Context: an optimization exercise on an open-source flow, tuned for small area, a short achievable clock period and few clock cycles. The choices shown serve that exercise and are no tape-out recipe.
Only simulation tests tie the RTL to the original design; equivalence was not proved.

// piecewise_linear_lookup_core
module piecewise_linear_lookup_core #(
	parameter int MAX_POINTS = plpl_pkg::DEF_MAX_POINTS
) (
	input  wire logic                                 clk,
	input  wire logic                                 arst_n,
	input  wire logic                                 cfg_valid,
	output logic                                      cfg_ready,
	input  wire logic        [plpl_pkg::CFG_W-1:0]    cfg_data,
	input  wire logic                                 in_valid,
	output logic                                      in_stall,
	input  wire logic                                 req_type,
	input  wire logic        [plpl_pkg::INDEX_W-1:0]  point_index,
	input  wire logic signed [plpl_pkg::DATA_W-1:0]   point_key,
	input  wire logic signed [plpl_pkg::DATA_W-1:0]   point_value,
	input  wire logic signed [plpl_pkg::DATA_W-1:0]   query_x,
	output logic                                      out_valid,
	input  wire logic                                 out_stall,
	output logic signed      [plpl_pkg::DATA_W-1:0]   interp_value,
	output logic                                      below_first,
	output logic                                      at_or_above_last
);
	localparam int N     = MAX_POINTS;
	localparam int IDX_W = $clog2(MAX_POINTS);
	localparam int DW    = plpl_pkg::DATA_W;
	localparam int FW    = plpl_pkg::FRAC_W;
	localparam int NDIV  = FW / 2;           
	localparam int RW    = DW + 3;           
	localparam int C_KEY = 1;
	localparam int C_VAL = 4 + NDIV - 1;
	localparam int NRD   = C_VAL + 1;        
	localparam int LAT   = 15;               
	localparam int SPACING = 4;
	localparam int SP_W    = $clog2(SPACING);
	localparam int CAP   = LAT + 2;
	localparam int FDEPTH = CAP - 1;
	localparam int FA_W  = $clog2(FDEPTH);
	localparam int OC_W  = $clog2(CAP + 1);
	localparam int PW    = FW + DW;          
	logic [plpl_pkg::CFG_W-1:0] count_q;
	logic [IDX_W:0]             n_eff;
	assign cfg_ready = 1'b1;
  ...
Size in the first run: roughly 27000 cells after synthesis.
Settings: LEC_CHECK=0, CAP_MARGIN=20, CELL_PAD_IN_SITES_DETAIL_PLACEMENT=1, CELL_PAD_IN_SITES_GLOBAL_PLACEMENT=2, CORE_MARGIN=2, CORE_UTILIZATION=35, CTS_CLUSTER_DIAMETER=120, CTS_CLUSTER_SIZE=20, PLACE_DENSITY=0.55, SLEW_MARGIN=20, SYNTH_HIERARCHICAL=1, SYNTH_MINIMUM_KEEP_SIZE=0; clock period 10.0 ns.
standard.sh (not shown) runs the stock make flow with config.mk's settings and CLKGATE_MAP_FILE= SYNTH_SCRIPT=/design/flow/synth_recipe.tcl, a recipe that flattens the netlist after the stock synthesis.
==> flow/flow/run.sh <==
#!/bin/bash
set -euo pipefail
bash standard.sh SETUP_SLACK_MARGIN=6.0 finish > standard_make.log 2>&1
Testbench counts at the start, summed over its fixed seeds: cycles 4,006.
Then changed:
- CORE_UTILIZATION: 35 -> 30
- PLACE_DENSITY: 0.55 -> 0.5
Outcome: The changed run ran to the end with no violations. First-iteration DRC count decreases by 10%. Global-route usage decreases by 2.6 points. Hold slack got worse by 0.026 ns.

---

## R
piecewise_linear_lookup_core, a different RTL version from the one above (not shown whole).
For scale: roughly 24000 cells after synthesis, about 6700 flip-flops, ~150 I/O pins.
// piecewise_linear_lookup_core
module piecewise_linear_lookup_core #(
	parameter int MAX_POINTS = plpl_pkg::DEF_MAX_POINTS
) (
	input  wire logic                                 clk,
	input  wire logic                                 arst_n,
	input  wire logic                                 cfg_valid,
	output logic                                      cfg_ready,
	input  wire logic        [plpl_pkg::CFG_W-1:0]    cfg_data,
	input  wire logic                                 in_valid,
	output logic                                      in_stall,
	input  wire logic                                 req_type,
	input  wire logic        [plpl_pkg::INDEX_W-1:0]  point_index,
	input  wire logic signed [plpl_pkg::DATA_W-1:0]   point_key,
	input  wire logic signed [plpl_pkg::DATA_W-1:0]   point_value,
	input  wire logic signed [plpl_pkg::DATA_W-1:0]   query_x,
	output logic                                      out_valid,
	input  wire logic                                 out_stall,
  ...
Settings: LEC_CHECK=0, CAP_MARGIN=20, CELL_PAD_IN_SITES_DETAIL_PLACEMENT=1, CELL_PAD_IN_SITES_GLOBAL_PLACEMENT=2, CORE_MARGIN=2, CORE_UTILIZATION=30, PLACE_DENSITY=0.5, SETUP_SLACK_MARGIN=5, SLEW_MARGIN=20; clock period 10.0 ns.
run.sh (not shown) runs the stock make flow with config.mk's settings and CLKGATE_MAP_FILE= SYNTH_SCRIPT=/design/flow/synth_recipe.tcl, a recipe that flattens the netlist after the stock synthesis.
Stock flow here: none of the scripts above is used.
R | stages: all done | timing, DRC, antenna: all pass
Testbench counts of R, summed over its fixed seeds: cycles 4,030.
Relative to R, the following input files were edited for Q:
- SETUP_SLACK_MARGIN removed (was 5)
==> flow/flow/run.sh (new file) <==
#!/bin/bash
set -euo pipefail
bash standard.sh SETUP_SLACK_MARGIN=6.5 finish > standard_make.log 2>&1
==> flow/standard.sh (new file) <==
#!/bin/bash
# synth_recipe.tcl (not shown) runs the flow's synth.tcl, then flattens the netlist and writes it again
# the make line also repeats each setting of config.mk as NAME=value (left out here)
make -C /OpenROAD-flow-scripts/flow DESIGN_CONFIG=/design/flow/config.mk WORK_HOME=/design/flow/orfs CLKGATE_MAP_FILE= SYNTH_SCRIPT=/design/flow/synth_recipe.tcl "${@:-finish}"
removed: flow/run.sh
- From R to Q the numbers moved as follows: routed wire length went up; headroom to the max-slew limit shrank by 2.5 points.
- Of Q and R, it is Q that has the lower share of the cycle needed by the critical path after routing.
- Compared R against Q; largest buffer count on any clock path within noise.

static timing again, ports no longer ideal:
How much do the figures lean on ideal ports? The routed layouts below were timed once more, with nothing changed but the port constraints. Step 1, drivers: a clkbuf_16 drives clk and a buf_2 each remaining input, both assumed. Step 2, shift: input delay + t, output delay - t, t = (earliest + latest rising clock arrival at the registers) / 2. This alone moves slack from input paths to output paths. Three values: no drivers, after step 1, after step 2; two values: the first two.
run | t, ns | setup WS [ns] | worst setup path after step 2 | worst slew at a driven data input, ns
the first run of note 1 | 1.248 | 5.912 / 5.912 / 4.820 | input to register | 0.17
the second run of note 1 | 1.245 | 5.971 / 5.971 / 4.779 | input to register | 0.36
R | 1.290 | 4.930 / 4.930 / 4.648 | input to register | 0.28
Q | 1.315 | 5.669 / 5.669 / 5.361 | input to register | 0.32
After both steps every run listed still meets setup and hold. The setup slack of the second run of note 1, which loses most, moves by 0.000 ns with the drivers and by -1.192 ns with both steps.
